Background: an optimization exercise with open tools, aiming at small area. Do not read the settings as production practice.
The RTL was checked by simulation tests, not by an equivalence proof against the original design.
No activity file was given, so power comes from the tool's default toggle rates. The flow treats the clock pin as an ideal source, which a real chip does not have.

$ cat design/flow/config.mk
export PLATFORM = sky130hd
export DESIGN_NAME = sort_write_path
export DESIGN_NICKNAME = sort_write_path
export VERILOG_FILES = /design/flow/design.v
export SDC_FILE = /design/flow/constraint.sdc
export NUM_CORES = 4
export LEC_CHECK = 0
export CAP_MARGIN = 20
export CORE_MARGIN = 2
export CORE_UTILIZATION = 60
export CTS_BUF_LIST = sky130_fd_sc_hd__clkbuf_16
export CTS_CLUSTER_DIAMETER = 70
export CTS_CLUSTER_SIZE = 28
export SLEW_MARGIN = 20
export SYNTH_HIERARCHICAL = 1
export SYNTH_MINIMUM_KEEP_SIZE = 0
$ cat design/flow/constraint.sdc
create_clock -name core_clock -period 6.5 [get_ports {CLK}]
set_input_delay 1.3000 -clock core_clock [delete_from_list [all_inputs] [get_ports {CLK}]]
set_output_delay 1.3000 -clock core_clock [all_outputs]
set_load 0.01 [all_outputs]
$ cat design/flow/design.v
`default_nettype none
package sort_pkg;
  localparam int KEY_W = 32;
  localparam int PAY_W = 32;
  localparam int REC_W = KEY_W + PAY_W;
  localparam int PACK_LOG = 2;
  localparam int WORD_W   = REC_W << PACK_LOG;
  localparam int IN_DEPTH_LOG = 3;
endpackage
`default_nettype wire
`timescale 1ns/1ps
`default_nettype none
module key_to_int (
  input  wire  [sort_pkg::REC_W-1:0]    i_record,
  output logic [sort_pkg::REC_W-1:0]    o_record
);
  localparam int KEY_W = sort_pkg::KEY_W;
  localparam int PAY_W = sort_pkg::PAY_W;
  wire             neg = i_record[KEY_W-1];
  wire [KEY_W-1:0] key = i_record[KEY_W-1:0];
  assign o_record[KEY_W-1:0]      = neg ? (KEY_W'(0) - {1'b0, key[KEY_W-2:0]}) : key;
  assign o_record[KEY_W +: PAY_W] = i_record[KEY_W +: PAY_W];
endmodule
`default_nettype wire
`timescale 1ns/1ps
`default_nettype none
module word_select3 #(
  parameter int WIDTH = 256
) (
  input  wire  [2:0]            i_sel,
  input  wire  [3*WIDTH-1:0]    i_data,
  output logic [WIDTH-1:0]      o_nor
);
  assign o_nor = ~(({WIDTH{i_sel[0]}} & i_data[0*WIDTH +: WIDTH]) |
                   ({WIDTH{i_sel[1]}} & i_data[1*WIDTH +: WIDTH]) |
                   ({WIDTH{i_sel[2]}} & i_data[2*WIDTH +: WIDTH]));
endmodule
`default_nettype wire
`timescale 1ns/1ps
`default_nettype none
module write_buffer #(
  parameter int OUT_DEPTH_LOG       = 4,
  parameter int WRITE_REQ_THRESHOLD = 4
) (
  input  wire                           CLK,
  input  wire                           RST,
  input  wire                           i_valid,
  input  wire  [sort_pkg::REC_W-1:0]    i_record,
  input  wire                           i_deq,
  output logic [sort_pkg::WORD_W-1:0]   o_data,
  output logic                          o_empty,
  output logic                          o_full,
  output logic                          o_write_req
);
  localparam int REC_W   = sort_pkg::REC_W;
  localparam int WORD_W  = sort_pkg::WORD_W;
  localparam int PACK    = 1 << sort_pkg::PACK_LOG;
  localparam int DEPTH   = 1 << OUT_DEPTH_LOG;
  localparam int NW      = DEPTH + 2;
  localparam int REQ_LOG = $clog2(WRITE_REQ_THRESHOLD);
  logic                   v1, v2, v3;
  logic [2:0]             rcnt;
  logic [1:0]             slot;
  logic                   pend;
  logic [OUT_DEPTH_LOG:0] wcnt;
  logic                   write_req_q;
  wire drain = (rcnt != 3'd0) && !wcnt[OUT_DEPTH_LOG];
  always_ff @(posedge CLK) begin
    if (RST) begin
      v1          <= 1'b0;
      v2          <= 1'b0;
      v3          <= 1'b0;
      rcnt        <= '0;
      slot        <= '0;
      pend        <= 1'b0;
      wcnt        <= '0;
      write_req_q <= 1'b0;
    end else begin
      v1          <= i_valid;
      v2          <= v1;
      v3          <= v2;
      rcnt        <= rcnt + {2'b0, v3} - {2'b0, drain};
      slot        <= slot + {1'b0, drain};
      pend        <= drain && (&slot);
      wcnt        <= wcnt + {{OUT_DEPTH_LOG{1'b0}}, pend} - {{OUT_DEPTH_LOG{1'b0}}, i_deq};
      write_req_q <= |wcnt[OUT_DEPTH_LOG:REQ_LOG];
    end
  end
  assign o_empty     = (wcnt == '0);
  assign o_full      = rcnt[2];
  assign o_write_req = write_req_q;
  logic [NW-1:0] wr_word;
  logic [1:0]    wr_pos;
  logic [NW-1:0] rd_word;
  always_ff @(posedge CLK) begin
    if (RST) begin
      wr_word <= {{(NW-1){1'b0}}, 1'b1};
      wr_pos  <= '0;
      rd_word <= {{(NW-1){1'b0}}, 1'b1};
    end else begin
      if (i_valid) begin
        wr_pos <= wr_pos + 1'b1;
        if (&wr_pos) wr_word <= {wr_word[NW-2:0], wr_word[NW-1]};
      end
      if (i_deq) begin
        rd_word <= {rd_word[NW-2:0], rd_word[NW-1]};
      end
    end
  end
  logic [NW*WORD_W-1:0] store;
  for (genvar j = 0; j < NW; j++) begin : g_word
    for (genvar p = 0; p < PACK; p++) begin : g_rec
      always_ff @(posedge CLK) begin
        if (i_valid && wr_word[j] && wr_pos == p) begin
          store[j*WORD_W + p*REC_W +: REC_W] <= i_record;
        end
      end
    end
  end
  localparam int NG = (NW + 2) / 3;
  logic [NG-1:0][WORD_W-1:0] grp_n;
  wire [3*NG-1:0]        rd_sel  = (3*NG)'(rd_word);
  wire [3*NG*WORD_W-1:0] rd_data = (3*NG*WORD_W)'(store);
  for (genvar g = 0; g < NG; g++) begin : g_grp
    word_select3 #(.WIDTH(WORD_W)) sel_i (
      .i_sel  (rd_sel[3*g +: 3]),
      .i_data (rd_data[3*g*WORD_W +: 3*WORD_W]),
      .o_nor  (grp_n[g])
    );
  end
  always_comb begin
    o_data = '1;
    for (int g = 0; g < NG; g++) begin
      o_data = o_data & grp_n[g];
    end
    o_data = ~o_data;
  end
endmodule
`default_nettype wire
`timescale 1ns/1ps
`default_nettype none
module sort_write_path #(
  parameter int OUT_DEPTH_LOG       = 4,
  parameter int WRITE_REQ_THRESHOLD = 4
) (
  input  wire                           CLK,
  input  wire                           RST,
  input  wire                           i_valid,
  input  wire  [sort_pkg::REC_W-1:0]    i_record,
  input  wire                           i_deq,
  output logic [sort_pkg::WORD_W-1:0]   o_data,
  output logic                          o_empty,
  output logic                          o_full,
  output logic                          o_write_req
);
  logic [sort_pkg::REC_W-1:0] conv_record;
  key_to_int key_to_int_i (
    .i_record (i_record),
    .o_record (conv_record)
  );
  write_buffer #(
    .OUT_DEPTH_LOG       (OUT_DEPTH_LOG),
    .WRITE_REQ_THRESHOLD (WRITE_REQ_THRESHOLD)
  ) write_buffer_i (
    .CLK         (CLK),
    .RST         (RST),
    .i_valid     (i_valid),
    .i_record    (conv_record),
    .i_deq       (i_deq),
    .o_data      (o_data),
    .o_empty     (o_empty),
    .o_full      (o_full),
    .o_write_req (o_write_req)
  );
endmodule
`default_nettype wire
$ cat design/flow/flow/run.sh
#!/bin/bash
# The standard layout (standard.sh: the standard flow's synthesis and ORFS steps, unchanged), with two
# arguments changed: the port buffers are the smallest buffer cell, and clock tree synthesis
# inserts no dummy loads. The full make output goes to flow_make.log in the work folder; each
# ORFS step also keeps its own log under orfs/logs/.
set -euo pipefail
CTS="-sink_clustering_enable -repair_clock_nets -sink_clustering_size 28 -sink_clustering_max_diameter 70 -buf_list sky130_fd_sc_hd__clkbuf_16 -dont_use_dummy_load"
bash standard.sh "CTS_ARGS=$CTS" "BUFFER_PORTS_ARGS=-buffer_cell sky130_fd_sc_hd__buf_1" finish > flow_make.log 2>&1
$ cat design/flow/standard.sh
#!/bin/bash
# synth_recipe.tcl (not shown) runs the flow's synth.tcl, then flattens the netlist and writes it again
# the make line also repeats each setting of config.mk as NAME=value (left out here)
make -C /OpenROAD-flow-scripts/flow DESIGN_CONFIG=/design/flow/config.mk WORK_HOME=/design/flow/orfs CLKGATE_MAP_FILE= SYNTH_SCRIPT=/design/flow/synth_recipe.tcl "${@:-finish}"
==> impl_results.html, run 1 <==
<table>
<tr><th>Metric</th><th>Value</th></tr>
<tr><th colspan="2">Routing</th></tr>
<tr><td>Final wirelength</td><td>between 400000 and 500000 µm</td></tr>
<tr><td>DR iter-0 viols</td><td>approximately 20000</td></tr>
<tr><td>Number of nets still failing antenna checks after routing</td><td>0</td></tr>
<tr><td>TritonRoute pass-1 iters</td><td>11</td></tr>
<tr><td>Vias</td><td>between 80000 and 90000</td></tr>
<tr><td>Residual DRC count</td><td>0</td></tr>
<tr><td>Wire per inst</td><td>41.3 µm</td></tr>
<tr><td>Post-DR vias/cell</td><td>around 7.7</td></tr>
<tr><th colspan="2">Pwr</th></tr>
<tr><td>Maximum vdd drop</td><td>224 µV</td></tr>
<tr><td>Cell leakage power</td><td>~0.05 µW</td></tr>
<tr><td>Power density cells</td><td>around 290 mW/mm²</td></tr>
<tr><th colspan="2">Clock tree</th></tr>
<tr><td>Clock Sink Count</td><td>about 4700</td></tr>
<tr><td>Setup repair bufs after CTS</td><td>0</td></tr>
<tr><td>Clk Tree Root Cell</td><td>clkbuf_16</td></tr>
<tr><td>Clock tree from TritonCTS</td><td>yes</td></tr>
<tr><td>Number of buffers inserted during clock tree synthesis</td><td>roughly 210</td></tr>
<tr><td>Number of H-tree levels</td><td>4</td></tr>
<tr><td>Maximum clock insertion buffer count</td><td>4</td></tr>
<tr><td>Clock latency on the worst-skew pair</td><td>0.92 ns</td></tr>
<tr><td>Post-cts resize count</td><td>0</td></tr>
<tr><td>Clk slew on worst S/H paths</td><td>0.10 ns</td></tr>
<tr><td>Cts-stage hold buffer count</td><td>0</td></tr>
<tr><th colspan="2">Logic synthesis</th></tr>
<tr><td>Synth Instances</td><td>7597</td></tr>
<tr><td>Proportion of register bits with asynchronous set or reset after synthesis</td><td>0%</td></tr>
<tr><td>Multiplexer share of the synthesized area</td><td>0.122%</td></tr>
<tr><td>Simple-gate share of the synthesized area</td><td>under 10%</td></tr>
<tr><td>Number of enable-type register cells in the synthesized netlist</td><td>about 4600</td></tr>
<tr><td>Syn_nets</td><td>~7700</td></tr>
<tr><td>Synth Flop Type</td><td>edfxtp_1</td></tr>
<tr><td>Post-Synth Adder-Cell Area</td><td>0.116%</td></tr>
<tr><td>Average cell area after synthesis</td><td>about 22 µm²</td></tr>
<tr><td>Area fraction in compound gates after synthesis</td><td>a little under a tenth</td></tr>
<tr><td>Largest family of logic cells by synthesized area</td><td>compound AO/OA/AOI/OAI gates</td></tr>
<tr><td>Area share of xor/xnor cells in the synthesized design</td><td>less than 1%</td></tr>
<tr><td>Distinct cell type count after synthesis</td><td>42</td></tr>
<tr><td>#FFs+latches synth</td><td>about 4700</td></tr>
<tr><td>Synthesized area</td><td>about 0.16 mm²</td></tr>
<tr><td>Synthesis warning total</td><td>7</td></tr>
<tr><td>Fraction of the yosys area taken by sequential cells</td><td>between 80% and 90%</td></tr>
<tr><th colspan="2">Final layout</th></tr>
<tr><td>Ratio of cells with drive above 1 in the final layout</td><td>between 7 and 8%</td></tr>
<tr><td>Commonest cells after routing, fill and taps aside</td><td>4608 x edfxtp_1, 1536 x a222oi_1, 291 x buf_1, 261 x nand3_1, 256 x and4_1</td></tr>
<tr><td>Combined area of the multi-input logic cells</td><td>0.0216 mm²</td></tr>
<tr><td>Nets</td><td>7872</td></tr>
<tr><td>Most common cell after layout, fill and taps aside</td><td>edfxtp_1</td></tr>
<tr><td>Register Area</td><td>~0.14 mm²</td></tr>
<tr><td>Layout overhead on the synthesized area</td><td>5.90%</td></tr>
<tr><td>Filler cell count in the final layout</td><td>18374</td></tr>
<tr><th colspan="2">STA</th></tr>
<tr><td>Max transition margin</td><td>20.8%</td></tr>
<tr><td>Worst slew pin tran</td><td>around 1.2 ns</td></tr>
<tr><td>Clock period minus worst slack</td><td>5.08 ns</td></tr>
<tr><td>Total negative setup slack</td><td>0 ns</td></tr>
<tr><td>Total setup violations reported at the end of the flow</td><td>0</td></tr>
<tr><td>Final hold vios</td><td>0</td></tr>
<tr><td>Highest Clock Rate</td><td>between 150 and 200 MHz</td></tr>
<tr><td>Setup repair after global routing missed its margin</td><td>false</td></tr>
<tr><td>Final worst-path cycle share</td><td>about four fifths</td></tr>
<tr><td>Worst Skew</td><td>~0.047 ns</td></tr>
<tr><td>Worst setup margin</td><td>~1.4 ns</td></tr>
<tr><td>Max-slew violation count</td><td>0</td></tr>
<tr><th colspan="2">Min path</th></tr>
<tr><td>Hold-critical path depth</td><td>1</td></tr>
<tr><td>Min-Delay Path Class</td><td>reg2reg</td></tr>
<tr><td>Worst hold path startpoint</td><td>write_buffer_i.v1</td></tr>
<tr><td>Min-Delay Endpoint</td><td>write_buffer_i.v2</td></tr>
<tr><th colspan="2">Placement</th></tr>
<tr><td>Number of buffer cells added on primary ports</td><td>326</td></tr>
<tr><td>Post-placement worst setup slack</td><td>around 2 ns</td></tr>
<tr><td>Detailed Place HPWL</td><td>roughly 230000 µm</td></tr>
<tr><td>RePlAce Congestion</td><td>roughly 0.79</td></tr>
<tr><th colspan="2">Worst setup path</th></tr>
<tr><td>CP Data Arrival Time</td><td>between 3 and 4 ns</td></tr>
<tr><td>End of the worst register-to-register path</td><td>write_buffer_i.store[4225]</td></tr>
<tr><td>Data required time at the worst endpoint</td><td>roughly 5.2 ns</td></tr>
<tr><td>Worst setup path class</td><td>reg2out</td></tr>
<tr><td>Crit path capture type</td><td>primary output</td></tr>
<tr><td>Largest driver fanout on the critical path</td><td>approximately 110</td></tr>
<tr><td>Source of the worst register-to-register timing path</td><td>write_buffer_i.wr_pos[0]</td></tr>
<tr><td>Worst reg-to-reg setup slack</td><td>3.40 ns</td></tr>
<tr><td>Kind of launch point of the worst setup path</td><td>flop</td></tr>
<tr><td>Worst reg-to-reg path cell count</td><td>4</td></tr>
<tr><th colspan="2">Floorplanning</th></tr>
<tr><td>Die outline area</td><td>about 0.28 mm²</td></tr>
<tr><td>Die Height</td><td>528 µm</td></tr>
<tr><td>Standard-cell rows</td><td>~190</td></tr>
<tr><td>Die Wd</td><td>528 µm</td></tr>
<tr><td>Core box area</td><td>about 0.27 mm²</td></tr>
<tr><td>IO Count</td><td>~330</td></tr>
<tr><td>Starting density of the core</td><td>60.2%</td></tr>
<tr><th colspan="2">Global route</th></tr>
<tr><td>Initial antenna violation count</td><td>34</td></tr>
<tr><td>Pin count of the biggest net entering global routing</td><td>about 130</td></tr>
<tr><td>Overflow after GRT</td><td>0</td></tr>
<tr><td>Vias in the first global route</td><td>around 84000</td></tr>
<tr><td>All-Layer GR Usage</td><td>33.1%</td></tr>
<tr><td>First-pass GRT wire length</td><td>between 600000 and 700000 µm</td></tr>
<tr><th colspan="2">Run status</th></tr>
<tr><td>Run status</td><td>finished clean</td></tr>
<tr><th colspan="2">Job</th></tr>
<tr><td>Max-capacitance violation count</td><td>0</td></tr>
</table>
metal layers:
metal  vias up  part of all wire [%]  global-route usage (%)
li1      34520                     -                       -
met3       584                    11                    4.81
met5         -                0.0057                       0
met4         4                   2.8                    8.14
met2      6110                    48                    54.4
met1     45864                    37                    47.6
worst max-delay path by stage:
stage          cells past startpoint  slack [ns]                 startpoint                         end
3_5_place_dp                       7        2.03                i_record[0]  write_buffer_i.store[1881]
2_1_floorplan                      2        1.46               i_record[31]  write_buffer_i.store[1025]
4_1_cts                            5        1.44  write_buffer_i.rd_word[9]                 o_data[151]
3_3_place_gp                       7        2.12                i_record[0]  write_buffer_i.store[2137]
6_report                           5        1.42  write_buffer_i.rd_word[9]                  o_data[79]
5_1_grt                            5        1.34  write_buffer_i.rd_word[9]                 o_data[151]
per-stage QoR:
stage	instances	hold WS [ns]	utilization, %	area, µm²	total power (µW)
after floorplan	7597	0.414	-	165000	35100
after global placement	11167	0.451	61.8	169000	36000
after detailed placement	11167	0.455	61.8	169000	36100
after CTS	11376	0.461	63.7	174000	49900
after global routing	11379	0.480	63.8	174000	50900
final	11379	0.462	63.8	174000	49800
kinds of logic after synthesis:
group	count (synthesis)
muxes	20
buffers and inverters	579
DFF	4661
AOI/OAI and AO/OA	1590
and+or+nand+nor	699
adders and majority gates	14
xor gates and xnor gates	34
layout make-up:
| type | count | area share (%) |
|---|---|---|
| clock buffers | 209 | 3.00 |
| flip-flops and latches | 4661 | 80.0 |
| diodes | 2 | 0.00287 |
| multi-input cells | 2357 | 12.4 |
| well taps | 3589 | 2.58 |
| inverters | 15 | 0.0323 |
| repair buffers | 546 | 1.96 |
synthesized netlist by cell type (all sizes together), types with 15 or more instances:
library cell	n	share of area (%)
edfxtp	4608	84
inv	15	0.034
mux2i	19	0.12
and3	73	0.28
and4	256	1.4
buf	520	2.4
a222oi	1536	9.3
nand3	262	0.80
clkbuf	44	0.10
xnor2	34	0.18
dfxtp	53	0.64
a21oi	22	0.087
nor2	27	0.062
nand2	48	0.11
state kept, by name, indices dropped and copies added, names as in the netlist:
name,cells
write_buffer_i.pend,1
write_buffer_i.rcnt,3
write_buffer_i.rd_word,18
write_buffer_i.slot,2
write_buffer_i.store,4608
write_buffer_i.v1,1
write_buffer_i.v2,1
write_buffer_i.v3,1
write_buffer_i.wcnt,5
write_buffer_i.wr_pos,2
write_buffer_i.wr_word,18
write_buffer_i.write_req_q,1
worst max-delay path: stages, from the launching register on:
cell      delay [ns]
dfxtp_4         1.07
buf_12          0.65
a222oi_1        0.22
and4_1          0.25
nand3_1         0.30
buf_1           0.20
power breakdown:
group | switching, µW | leakage [µW] | total, µW | internal (µW)
clock network | 8600 | 0.00258 | 14300 | 5750
registers | 84.8 | 0.0419 | 33400 | 33300
logic | 1620 | 0.00641 | 2020 | 398
==> inputs of run 2 (changes only) <==
--- a/design/flow/flow/run.sh
+++ b/design/flow/flow/run.sh
@@ -5,4 +5,4 @@
 # ORFS step also keeps its own log under orfs/logs/.
 set -euo pipefail
-CTS="-sink_clustering_enable -repair_clock_nets -sink_clustering_size 28 -sink_clustering_max_diameter 70 -buf_list sky130_fd_sc_hd__clkbuf_16 -dont_use_dummy_load"
+CTS="-sink_clustering_enable -repair_clock_nets -sink_clustering_size 32 -sink_clustering_max_diameter 80 -buf_list sky130_fd_sc_hd__clkbuf_16 -dont_use_dummy_load"
 bash standard.sh "CTS_ARGS=$CTS" "BUFFER_PORTS_ARGS=-buffer_cell sky130_fd_sc_hd__buf_1" finish > flow_make.log 2>&1
==> design/flow/config.mk (replaced) <==
export PLATFORM = sky130hd
export DESIGN_NAME = sort_write_path
export DESIGN_NICKNAME = sort_write_path
export VERILOG_FILES = /design/flow/design.v
export SDC_FILE = /design/flow/constraint.sdc
export NUM_CORES = 4
export LEC_CHECK = 0
export CAP_MARGIN = 10
export CORE_MARGIN = 2
export CORE_UTILIZATION = 40
export CTS_BUF_LIST = sky130_fd_sc_hd__clkbuf_16
export CTS_CLUSTER_DIAMETER = 80
export CTS_CLUSTER_SIZE = 32
export SLEW_MARGIN = 10
export SYNTH_HIERARCHICAL = 1
export SYNTH_MINIMUM_KEEP_SIZE = 0
==> impl_results.html, run 2 <==
<table>
<tr><th>Metric</th><th>Value</th></tr>
<tr><th colspan="2">Run status</th></tr>
<tr><td>Run status</td><td>finished clean</td></tr>
<tr><th colspan="2">Clock tree</th></tr>
<tr><td>Clock latency on the worst-skew pair</td><td>~0.95 ns</td></tr>
<tr><td>Clk slew on worst S/H paths</td><td>between 0.1 and 0.15 ns</td></tr>
<tr><td>Cts-stage hold buffer count</td><td>0</td></tr>
<tr><td>Clock tree from TritonCTS</td><td>yes</td></tr>
<tr><td>Clk Tree Root Cell</td><td>clkbuf_16</td></tr>
<tr><td>Post-cts resize count</td><td>0</td></tr>
<tr><td>Clock Sink Count</td><td>roughly 4700</td></tr>
<tr><td>Number of buffers inserted during clock tree synthesis</td><td>183</td></tr>
<tr><td>Setup repair bufs after CTS</td><td>0</td></tr>
<tr><td>Number of H-tree levels</td><td>4</td></tr>
<tr><td>Maximum clock insertion buffer count</td><td>4</td></tr>
<tr><th colspan="2">Routing</th></tr>
<tr><td>DR iter-0 viols</td><td>a little under 20000</td></tr>
<tr><td>TritonRoute pass-1 iters</td><td>13</td></tr>
<tr><td>Residual DRC count</td><td>0</td></tr>
<tr><td>Final wirelength</td><td>about 480000 µm</td></tr>
<tr><td>Vias</td><td>approximately 86000</td></tr>
<tr><td>Number of nets still failing antenna checks after routing</td><td>0</td></tr>
<tr><td>Wire per inst</td><td>between 30 and 40 µm</td></tr>
<tr><td>Post-DR vias/cell</td><td>about 6.5</td></tr>
<tr><th colspan="2">Logic synthesis</th></tr>
<tr><td>Synthesized area</td><td>~0.16 mm²</td></tr>
<tr><td>Multiplexer share of the synthesized area</td><td>0.122%</td></tr>
<tr><td>#FFs+latches synth</td><td>~4700</td></tr>
<tr><td>Cell type with the largest total area after synthesis</td><td>edfxtp_1</td></tr>
<tr><td>Synth Instances</td><td>between 7000 and 8000</td></tr>
<tr><td>Biggest area contributors in the synthesized netlist</td><td>edfxtp_1 84%, a222oi_1 9.3%, and4_1 1.4%</td></tr>
<tr><td>Synth Flop Type</td><td>edfxtp_1</td></tr>
<tr><td>Top cells by instance count after synthesis</td><td>4608 x edfxtp_1, 1536 x a222oi_1, 277 x buf_2</td></tr>
<tr><td>Fraction of the yosys area taken by sequential cells</td><td>between 80% and 90%</td></tr>
<tr><td>Cell with the most instances after synthesis</td><td>edfxtp_1</td></tr>
<tr><td>Area share of xor/xnor cells in the synthesized design</td><td>0.181%</td></tr>
<tr><td>Area fraction in compound gates after synthesis</td><td>9.57%</td></tr>
<tr><td>Distinct cell type count after synthesis</td><td>42</td></tr>
<tr><td>Synthesis warning total</td><td>7</td></tr>
<tr><td>Average cell area after synthesis</td><td>21.7 µm²</td></tr>
<tr><td>Area share of the largest cell type after synthesis</td><td>around 84%</td></tr>
<tr><td>Post-Synth Adder-Cell Area</td><td>less than 1%</td></tr>
<tr><td>Proportion of register bits with asynchronous set or reset after synthesis</td><td>0%</td></tr>
<tr><td>Simple-gate share of the synthesized area</td><td>between 2 and 3%</td></tr>
<tr><td>Number of enable-type register cells in the synthesized netlist</td><td>between 4000 and 5000</td></tr>
<tr><td>Syn_nets</td><td>approximately 7700</td></tr>
<tr><td>Largest family of logic cells by synthesized area</td><td>compound AO/OA/AOI/OAI gates</td></tr>
<tr><th colspan="2">Worst setup path</th></tr>
<tr><td>Data required time at the worst endpoint</td><td>roughly 5.2 ns</td></tr>
<tr><td>Cell type of the slowest stage on the worst timing path</td><td>dfxtp_4</td></tr>
<tr><td>List of cells traversed by the critical path</td><td>buf_12 -&gt; a222oi_1 -&gt; and4_1 -&gt; nand3_1 -&gt; buf_1</td></tr>
<tr><td>Source of the worst register-to-register timing path</td><td>write_buffer_i.wr_pos[0]</td></tr>
<tr><td>End of the worst register-to-register path</td><td>write_buffer_i.store[2190]</td></tr>
<tr><td>Kind of launch point of the worst setup path</td><td>flop</td></tr>
<tr><td>Worst reg-to-reg setup slack</td><td>~3.5 ns</td></tr>
<tr><td>Largest driver fanout on the critical path</td><td>approximately 50</td></tr>
<tr><td>Worst reg-to-reg path cell count</td><td>4</td></tr>
<tr><td>Crit path capture type</td><td>primary output</td></tr>
<tr><td>Worst setup path class</td><td>reg2out</td></tr>
<tr><td>Delay contributed by the slowest stage of the critical path</td><td>~0.69 ns</td></tr>
<tr><td>CP Data Arrival Time</td><td>~3.7 ns</td></tr>
<tr><th colspan="2">Pwr</th></tr>
<tr><td>Internal power component</td><td>~39000 µW</td></tr>
<tr><td>Net switching fraction of the power</td><td>between 20% and 30%</td></tr>
<tr><td>Cell leakage power</td><td>around 0.051 µW</td></tr>
<tr><td>Combinational group share of total power</td><td>under 10%</td></tr>
<tr><td>Net switching power</td><td>10200 µW</td></tr>
<tr><td>Power share of the sequential group</td><td>~68%</td></tr>
<tr><td>Overall power of the completed layout</td><td>49000 µW</td></tr>
<tr><td>Clock network fraction of design power</td><td>27.6%</td></tr>
<tr><td>Power density cells</td><td>278 mW/mm²</td></tr>
<tr><td>Maximum vdd drop</td><td>approximately 210 µV</td></tr>
<tr><th colspan="2">Floorplanning</th></tr>
<tr><td>Standard-cell rows</td><td>between 200 and 250</td></tr>
<tr><td>Starting density of the core</td><td>between 40% and 50%</td></tr>
<tr><td>IO Count</td><td>between 300 and 400</td></tr>
<tr><td>Core box area</td><td>about 0.4 mm²</td></tr>
<tr><td>Die outline area</td><td>roughly 0.42 mm²</td></tr>
<tr><td>Die Height</td><td>around 650 µm</td></tr>
<tr><td>Die Wd</td><td>approximately 650 µm</td></tr>
<tr><th colspan="2">STA</th></tr>
<tr><td>Worst slew pin tran</td><td>~1.3 ns</td></tr>
<tr><td>Final hold vios</td><td>0</td></tr>
<tr><td>Highest Clock Rate</td><td>201 MHz</td></tr>
<tr><td>Max transition margin</td><td>between 15 and 20%</td></tr>
<tr><td>Worst Skew</td><td>0.0896 ns</td></tr>
<tr><td>Total negative setup slack</td><td>0 ns</td></tr>
<tr><td>Max-slew violation count</td><td>0</td></tr>
<tr><td>Clock period minus worst slack</td><td>~5 ns</td></tr>
<tr><td>Total setup violations reported at the end of the flow</td><td>0</td></tr>
<tr><td>Setup repair after global routing missed its margin</td><td>false</td></tr>
<tr><td>Final worst-path cycle share</td><td>between 70% and 80%</td></tr>
<tr><th colspan="2">Final layout</th></tr>
<tr><td>Reg with most FFs</td><td>write_buffer_i.store</td></tr>
<tr><td>Number of flip-flops in the largest register</td><td>around 4600</td></tr>
<tr><td>Filler cell count in the final layout</td><td>34726</td></tr>
<tr><td>Layout overhead on the synthesized area</td><td>7.02%</td></tr>
<tr><td>Registers with the highest flip-flop counts</td><td>write_buffer_i.store x4608, write_buffer_i.rd_word x18, write_buffer_i.wr_word x18</td></tr>
<tr><td>Most common cell after layout, fill and taps aside</td><td>edfxtp_1</td></tr>
<tr><td>Combined area of the multi-input logic cells</td><td>around 0.022 mm²</td></tr>
<tr><td>Register Area</td><td>between 0.1 and 0.15 mm²</td></tr>
<tr><td>Commonest cells after routing, fill and taps aside</td><td>4608 x edfxtp_1, 1536 x a222oi_1, 290 x buf_1, 261 x nand3_1, 256 x and4_1</td></tr>
<tr><td>Post-route standard cell area excluding fillers</td><td>about 0.18 mm²</td></tr>
<tr><td>Ratio of cells with drive above 1 in the final layout</td><td>~7.6%</td></tr>
<tr><td>Nets</td><td>slightly below 8000</td></tr>
<tr><th colspan="2">Job</th></tr>
<tr><td>Max-capacitance violation count</td><td>0</td></tr>
<tr><th colspan="2">Global route</th></tr>
<tr><td>Vias in the first global route</td><td>82965</td></tr>
<tr><td>Overflow after GRT</td><td>0</td></tr>
<tr><td>Pin count of the biggest net entering global routing</td><td>a little over 90</td></tr>
<tr><td>Initial antenna violation count</td><td>32</td></tr>
<tr><td>All-Layer GR Usage</td><td>21.9%</td></tr>
<tr><td>First-pass GRT wire length</td><td>around 650000 µm</td></tr>
<tr><th colspan="2">Placement</th></tr>
<tr><td>Number of buffer cells added on primary ports</td><td>between 300 and 400</td></tr>
<tr><td>Detailed Place HPWL</td><td>251000 µm</td></tr>
<tr><td>Placed Area</td><td>between 0.15 and 0.2 mm²</td></tr>
<tr><td>RePlAce Congestion</td><td>0.784</td></tr>
<tr><th colspan="2">Min path</th></tr>
<tr><td>Min-Delay Endpoint</td><td>write_buffer_i.slot[0]</td></tr>
<tr><td>Hold-critical path depth</td><td>2</td></tr>
<tr><td>Min-Delay Path Class</td><td>reg2reg</td></tr>
<tr><td>Worst hold path startpoint</td><td>write_buffer_i.slot[0]</td></tr>
</table>
-- run 2: cell counts after synthesis --
No cell type changed its count.
-- run 2: area by class of cell --
cell class / count / area share, %
flip-flops and latches: 4661 / 79.2
multi-input cells: 2357 / 12.3
well taps: 5451 / 3.87
clock buffers: 183 / 2.60
repair buffers: 550 / 2.03
inverters: 15 / 0.0320
diodes: 12 / 0.0170
-- run 2: worst max path at each step --
stage	from	endpoint	slack [ns]	cells after the start
floorplan	i_record[31]	write_buffer_i.store[1025]	1.46	2
global placement	i_valid	write_buffer_i.store[1543]	2.09	4
detailed placement	i_valid	write_buffer_i.store[1599]	2.04	4
CTS	write_buffer_i.rd_word[14]	o_data[241]	1.55	5
global route	write_buffer_i.rd_word[14]	o_data[241]	1.52	5
finish	write_buffer_i.rd_word[9]	o_data[76]	1.53	5
-- run 2: through the flow --
| step | std cells | setup slack [ns] | utilization [%] | hold WS [ns] |
|---|---|---|---|---|
| 2_1_floorplan | 7597 | 1.46 | - | 0.414 |
| 3_3_place_gp | 13034 | 2.09 | 41.9 | 0.461 |
| 3_5_place_dp | 13034 | 2.04 | 41.9 | 0.477 |
| 4_1_cts | 13217 | 1.55 | 43.0 | 0.483 |
| 5_1_grt | 13220 | 1.52 | 43.0 | 0.538 |
| 6_report | 13229 | 1.53 | 43.0 | 0.481 |
-- run 2: logic make-up (layout without fill, tap and decap cells) --
group	Yosys count	in the layout
adder cells (fa/ha/maj)	14	14
AO/OA/AOI/OAI	1590	1590
other	0	12
AND/OR/NAND/NOR	699	699
flip-flops	4661	4661
XOR/XNOR	34	34
multiplexers	20	20
buffers and inverters	579	748
-- run 2: worst max-delay path: cells and delay by family (launching register included) --
kind	cells	cell delay, ns
and+or+nand+nor	2	0.75
AOI/OAI and AO/OA	1	0.53
buffers and inverters	2	0.70
DFF	1	0.69
-- run 2: layer usage --
metal	part of all wire, %	global-route usage (%)	vias to the layer above	wire [µm]
li1	-	-	34467	-
met1	38	30.1	45174	181000
met2	48	36.7	5619	230000
met3	11	3.01	521	50300
met4	2.9	5.91	2	13700
met5	0.0023	0	-	11
-- run 2: power groups by stage --
stage	registers (µW)	logic (µW)	clock network [µW]
global placement	34100	2030	0
global route	33400	2190	14600
CTS	33400	2100	13700
detailed placement	34100	2100	0
finish	33400	2070	13500
floorplan	34100	969	0

separate check: timing with driven ports:
The results above use ideal ports. As a check the final layouts listed here were re-extracted and re-timed, cells and wires unchanged.
Step 1: set_driving_cell puts a clkbuf_16 on CLK and a buf_2 on each other input, an assumption about the parent block.
Step 2 also shifts input and output timing later by t, the mid clock arrival at the registers, as if the neighbouring blocks saw the same clock.
Three values: no drivers, after step 1, after step 2; two values: the first two.
run	t, ns	setup WS [ns]	hold WS [ns]	clock arrival spread, ns	cell pins on the clock port's net
run 1	1.018	1.418 / 1.311 / 1.995	0.462 / 0.462 / 0.462	0.066 / 0.066	1
run 2	1.003	1.534 / 1.429 / 2.239	0.481 / 0.481 / 0.481	0.114 / 0.114	1
After both steps setup and hold are still met in every run listed.
